From an optimization exercise on the open Yosys and OpenROAD flow, aimed at small area, a short achievable clock period and few clock cycles per item; shortcuts taken in it are not production practice.
No activity file was given, so power comes from the tool's default toggle rates.

Design rosetta_core, start of the top module:
module rosetta_core #(
    parameter int num_pe = rosetta_pkg::num_pe,
    parameter int word_w = rosetta_pkg::word_w
) (
    input  logic                          clk,
    input  logic                          rst,
    output logic                          im_ren,
    output rosetta_pkg::pc_t              im_raddr,
    input  rosetta_pkg::inst_t            im_rdata,
    output logic                          pam_x_ren,
    output rosetta_pkg::row_addr_t        pam_x_raddr,
    input  logic [num_pe-1:0]             pam_x_rdata,
    output logic                          am_x_ren,
    output rosetta_pkg::row_addr_t        am_x_raddr,
    input  logic [num_pe*word_w-1:0]      am_x_rdata,
    output logic                          bm_ren,
    output rosetta_pkg::row_addr_t        bm_raddr,
    input  logic [num_pe*word_w-1:0]      bm_rdata,
    output logic                          wm_ren,
    output rosetta_pkg::waddr_t           wm_raddr,
    input  logic [num_pe*word_w-1:0]      wm_rdata,
    output logic                          am_r_wen,
    output rosetta_pkg::row_addr_t        am_r_waddr,
    output logic [num_pe*word_w-1:0]      am_r_wdata,
    output logic                          done
);
Size: ~400 flip-flops, about 0.030 mm^2 of cells after synthesis.
==> module core_sequencer, before the edit <==
module core_sequencer #(
    parameter int num_pe = rosetta_pkg::num_pe
) (
    input  logic                        clk,
    input  logic                        rst,
    output logic                        im_ren,
    output rosetta_pkg::pc_t            im_raddr,
    input  rosetta_pkg::inst_t          im_rdata,
    output logic                        pam_x_ren,
    output rosetta_pkg::row_addr_t      pam_x_raddr,
    input  logic [num_pe-1:0]           pam_x_rdata,
    output logic                        am_x_ren,
    output rosetta_pkg::row_addr_t      am_x_raddr,
    output logic                        bm_ren,
    output rosetta_pkg::row_addr_t      bm_raddr,
    output logic                        wm_ren,
    output rosetta_pkg::waddr_t         wm_raddr,
    output logic                        am_r_wen,
    output rosetta_pkg::row_addr_t      am_r_waddr,
    output logic                        done,
    output logic [$clog2(num_pe)-1:0]   e1_k,
    output logic                        e1_empty,
    output logic                        e1_first
);
    localparam int idx_w = $clog2(num_pe);
    rosetta_pkg::pc_t   na_q;        
    logic               im_v_q;      
    logic               halted_q;
    logic               ir_v_q;      
    logic               ir_mok_q;    
    logic [3:0]         ir_x_q;
    logic [4:0]         ir_bias_q;
    logic [4:0]         ir_dst_q;
    logic [10:0]        ir_wb_q;
    logic               s_v_q;
    logic               s_last_q;    
    logic               s_rd_q;      
    logic               s_first_q;
    logic               s_empty_q;
    logic [idx_w-1:0]   s_k_q;
    logic [num_pe-1:0]  s_rest_q;
    logic [3:0]         s_x_q;
    logic [4:0]         s_bias_q;
    logic [4:0]         s_dst_q;
    logic [10:0]        s_wb_q;
    logic               e1_v_q, e1_first_q, e1_last_q, e1_empty_q;
    logic [idx_w-1:0]   e1_k_q;
    logic [4:0]         e1_dst_q;
    logic               e2_v_q, e2_last_q;
    logic [4:0]         e2_dst_q;
    logic               e3_wen_q;
    logic [4:0]         e3_dst_q;
    logic               done_q;
    logic [1:0]         opcode;
    logic               s_last;
    logic               s_free;
    logic               take;
    logic               ir_free;
    logic               adv;
    logic               adv0;        
    logic               is_mvma;
    logic               is_halt;
    logic [num_pe-1:0]  mask_pres;
    logic [idx_w-1:0]   mask_idx;
    logic [num_pe-1:0]  mask_rest;
    logic [idx_w-1:0]   rest_idx;
    logic [num_pe-1:0]  rest_rest;
    logic               s_v_d;
    logic               ir_v_d;
    logic               halted_d;
    assign opcode  = im_rdata[rosetta_pkg::op_msb:rosetta_pkg::op_lsb];
    assign is_mvma = (opcode == rosetta_pkg::op_mvma);
    assign is_halt = (opcode == rosetta_pkg::op_halt);
    assign s_last  = s_last_q;
    assign s_free  = !s_v_q || s_last;
    assign take    = s_free && ir_v_q && ir_mok_q;
    assign ir_free = !ir_v_q || take;
    assign adv0    = im_v_q && !halted_q && ir_free;
    assign adv     = adv0 || (im_v_q && !halted_q && !(is_mvma || is_halt));
    for (genvar k = 0; k < num_pe; k++) begin : g_pres
        assign mask_pres[k] = pam_x_rdata[num_pe-1-k];
    end
    zero_skip_unit #(.num_pe(num_pe)) zs_mask (
        .pres (mask_pres),
        .idx  (mask_idx),
        .rest (mask_rest)
    );
    zero_skip_unit #(.num_pe(num_pe)) zs_rest (
        .pres (s_rest_q),
        .idx  (rest_idx),
        .rest (rest_rest)
    );
    assign s_v_d    = take || (s_v_q && !s_last);
    assign ir_v_d   = (adv && is_mvma) || (ir_v_q && !take);
    assign halted_d = halted_q || (adv && is_halt);
    assign im_ren   = 1'b1;
    assign im_raddr = adv0 ? na_q + rosetta_pkg::pc_t'(1) : na_q;
    always_ff @(posedge clk) begin
        if (rst) begin
            na_q     <= '0;
            im_v_q   <= 1'b0;
            halted_q <= 1'b0;
            ir_v_q   <= 1'b0;
            ir_mok_q <= 1'b0;
            s_v_q    <= 1'b0;
            s_rd_q   <= 1'b0;
            e1_v_q   <= 1'b0;
            e2_v_q   <= 1'b0;
            e3_wen_q <= 1'b0;
            done_q   <= 1'b0;
        end else begin
            if (adv) begin
                na_q <= na_q + rosetta_pkg::pc_t'(1);
            end
            im_v_q   <= adv0 || !adv;
            halted_q <= halted_d;
            ir_v_q   <= ir_v_d;
            ir_mok_q <= (adv0 && is_mvma) || (ir_v_q && !take);
            s_v_q    <= s_v_d;
            s_rd_q   <= take ? |mask_pres : s_v_d;
            e1_v_q   <= s_v_q;
            e2_v_q   <= e1_v_q;
            e3_wen_q <= e2_v_q && e2_last_q;
            done_q   <= done_q || (halted_d && !ir_v_d && !s_v_d && !s_v_q && !e1_v_q);
        end
    end
    always_ff @(posedge clk) begin
        if (adv && is_mvma) begin
            ir_x_q    <= im_rdata[rosetta_pkg::x_msb:rosetta_pkg::x_lsb];
            ir_bias_q <= im_rdata[rosetta_pkg::bias_msb:rosetta_pkg::bias_lsb];
            ir_dst_q  <= im_rdata[rosetta_pkg::dst_msb:rosetta_pkg::dst_lsb];
            ir_wb_q   <= im_rdata[rosetta_pkg::wb_msb:rosetta_pkg::wb_lsb];
        end
    end
    always_ff @(posedge clk) begin
        if (take) begin
            s_first_q <= 1'b1;
            s_empty_q <= ~|mask_pres;
            s_last_q  <= ~|mask_rest;
            s_k_q     <= mask_idx;
            s_rest_q  <= mask_rest;
            s_x_q     <= ir_x_q;
            s_bias_q  <= ir_bias_q;
            s_dst_q   <= ir_dst_q;
            s_wb_q    <= ir_wb_q;
        end else begin
            s_first_q <= 1'b0;
            s_last_q  <= ~|rest_rest;
            s_k_q     <= rest_idx;
            s_rest_q  <= rest_rest;
        end
    end
    always_ff @(posedge clk) begin
        e1_first_q <= s_first_q;
        e1_last_q  <= s_last;
        e1_empty_q <= s_empty_q;
        e1_k_q     <= s_k_q;
        e1_dst_q   <= s_dst_q;
        e2_last_q  <= e1_last_q;
        e2_dst_q   <= e1_dst_q;
        e3_dst_q   <= e2_dst_q;
    end
    assign pam_x_ren   = 1'b1;
    assign pam_x_raddr = {1'b0, ir_free ? im_rdata[rosetta_pkg::x_msb:rosetta_pkg::x_lsb] : ir_x_q};
    assign wm_ren      = s_rd_q;
    assign wm_raddr    = s_wb_q + rosetta_pkg::waddr_t'(s_k_q);
    assign am_x_ren    = wm_ren;
    assign am_x_raddr  = {1'b0, s_x_q};
    assign bm_ren      = s_v_q && s_first_q;
    assign bm_raddr    = s_bias_q;
    assign am_r_wen    = e3_wen_q;
    assign am_r_waddr  = e3_dst_q;
    assign done        = done_q;
    assign e1_k        = e1_k_q;
    assign e1_empty    = e1_empty_q;
    assign e1_first    = e1_first_q;
endmodule
Settings: LEC_CHECK=0, CAP_MARGIN=20, CORE_MARGIN=2, CORE_UTILIZATION=55, CTS_CLUSTER_DIAMETER=80, CTS_CLUSTER_SIZE=25, SETUP_SLACK_MARGIN=5, SLEW_MARGIN=20, TNS_END_PERCENT=0; clock period 9.0 ns.
standard.sh (not shown) runs the stock make flow with config.mk's settings and CLKGATE_MAP_FILE= SYNTH_SCRIPT=/design/flow/synth_recipe.tcl, a recipe that flattens the netlist after the stock synthesis.
==> flow/flow/run.sh <==
#!/bin/bash
# The standard layout, with plain buf_1 cells as the port buffers instead of the
# delay buffers buffer_ports picks by itself. The whole make output goes to layout.log.
set -euo pipefail
bash standard.sh "BUFFER_PORTS_ARGS=-buffer_cell sky130_fd_sc_hd__buf_1" finish > layout.log 2>&1
The starting point ran to the end with no violations.
Rerun with:
--- a/flow/design.v
+++ b/flow/design.v
@@ -300,7 +300,6 @@
     logic               take;
     logic               ir_free;
     logic               adv;
-    logic               adv0;        
     logic               is_mvma;
     logic               is_halt;
     logic [num_pe-1:0]  mask_pres;
@@ -318,8 +317,7 @@
     assign s_free  = !s_v_q || s_last;
     assign take    = s_free && ir_v_q && ir_mok_q;
     assign ir_free = !ir_v_q || take;
-    assign adv0    = im_v_q && !halted_q && ir_free;
-    assign adv     = adv0 || (im_v_q && !halted_q && !(is_mvma || is_halt));
+    assign adv     = im_v_q && !halted_q && (ir_free || !(is_mvma || is_halt));
     for (genvar k = 0; k < num_pe; k++) begin : g_pres
         assign mask_pres[k] = pam_x_rdata[num_pe-1-k];
     end
@@ -337,7 +335,7 @@
     assign ir_v_d   = (adv && is_mvma) || (ir_v_q && !take);
     assign halted_d = halted_q || (adv && is_halt);
     assign im_ren   = 1'b1;
-    assign im_raddr = adv0 ? na_q + rosetta_pkg::pc_t'(1) : na_q;
+    assign im_raddr = na_q;
     always_ff @(posedge clk) begin
         if (rst) begin
             na_q     <= '0;
@@ -355,10 +353,10 @@
             if (adv) begin
                 na_q <= na_q + rosetta_pkg::pc_t'(1);
             end
-            im_v_q   <= adv0 || !adv;
+            im_v_q   <= !adv;
             halted_q <= halted_d;
             ir_v_q   <= ir_v_d;
-            ir_mok_q <= (adv0 && is_mvma) || (ir_v_q && !take);
+            ir_mok_q <= ir_v_q && !take;
             s_v_q    <= s_v_d;
             s_rd_q   <= take ? |mask_pres : s_v_d;
             e1_v_q   <= s_v_q;
@@ -403,8 +401,8 @@
         e2_dst_q   <= e1_dst_q;
         e3_dst_q   <= e2_dst_q;
     end
-    assign pam_x_ren   = 1'b1;
-    assign pam_x_raddr = {1'b0, ir_free ? im_rdata[rosetta_pkg::x_msb:rosetta_pkg::x_lsb] : ir_x_q};
+    assign pam_x_ren   = ir_v_q;
+    assign pam_x_raddr = {1'b0, ir_x_q};
     assign wm_ren      = s_rd_q;
     assign wm_raddr    = s_wb_q + rosetta_pkg::waddr_t'(s_k_q);
     assign am_x_ren    = wm_ren;
=> The new run finished clean; sequential power grows by 9.0%; via count goes up by 0.97%; design area grows by 0.42%; die area is lower by 0.76%; combinational power is higher by 150%; power goes up by 82%; worst setup slack gets better by 0.053 ns; routed wire length rose by 6.8%; maximum frequency climbs by 1.3%; clock power barely changes; area after synthesis fell by 0.77%.
No run of this note included a check of the RTL's function; only the layout flow was run.

re-timing with driven ports:
In the flow no input, the clock included, has a driving cell. The finished layouts below were timed again as built, in two steps. Step 1, drivers: a clkbuf_16 drives clk and a buf_2 each remaining input, both assumed. Step 2 adds t to the input delays and takes it off the output delays; t is the mean of the earliest and latest rising clock arrival at the registers after step 1. Input paths then give back, and output paths get back, about the clock's delay inside the block. a / b / c = no drivers / after step 1 / after step 2; a / b = the first two.
run | shift t [ns] | setup WS [ns] | worst setup path after step 2 | latest minus earliest clock arrival (ns) | worst register clock-pin slew, ns
the first run | 0.684 | 4.766 / 4.746 / 4.766 | register to register | 0.038 / 0.038 | 0.10 / 0.10
the second run | 0.687 | 4.819 / 4.758 / 4.850 | register to register | 0.026 / 0.026 | 0.10 / 0.10
After both steps setup and hold are still met in every run listed.
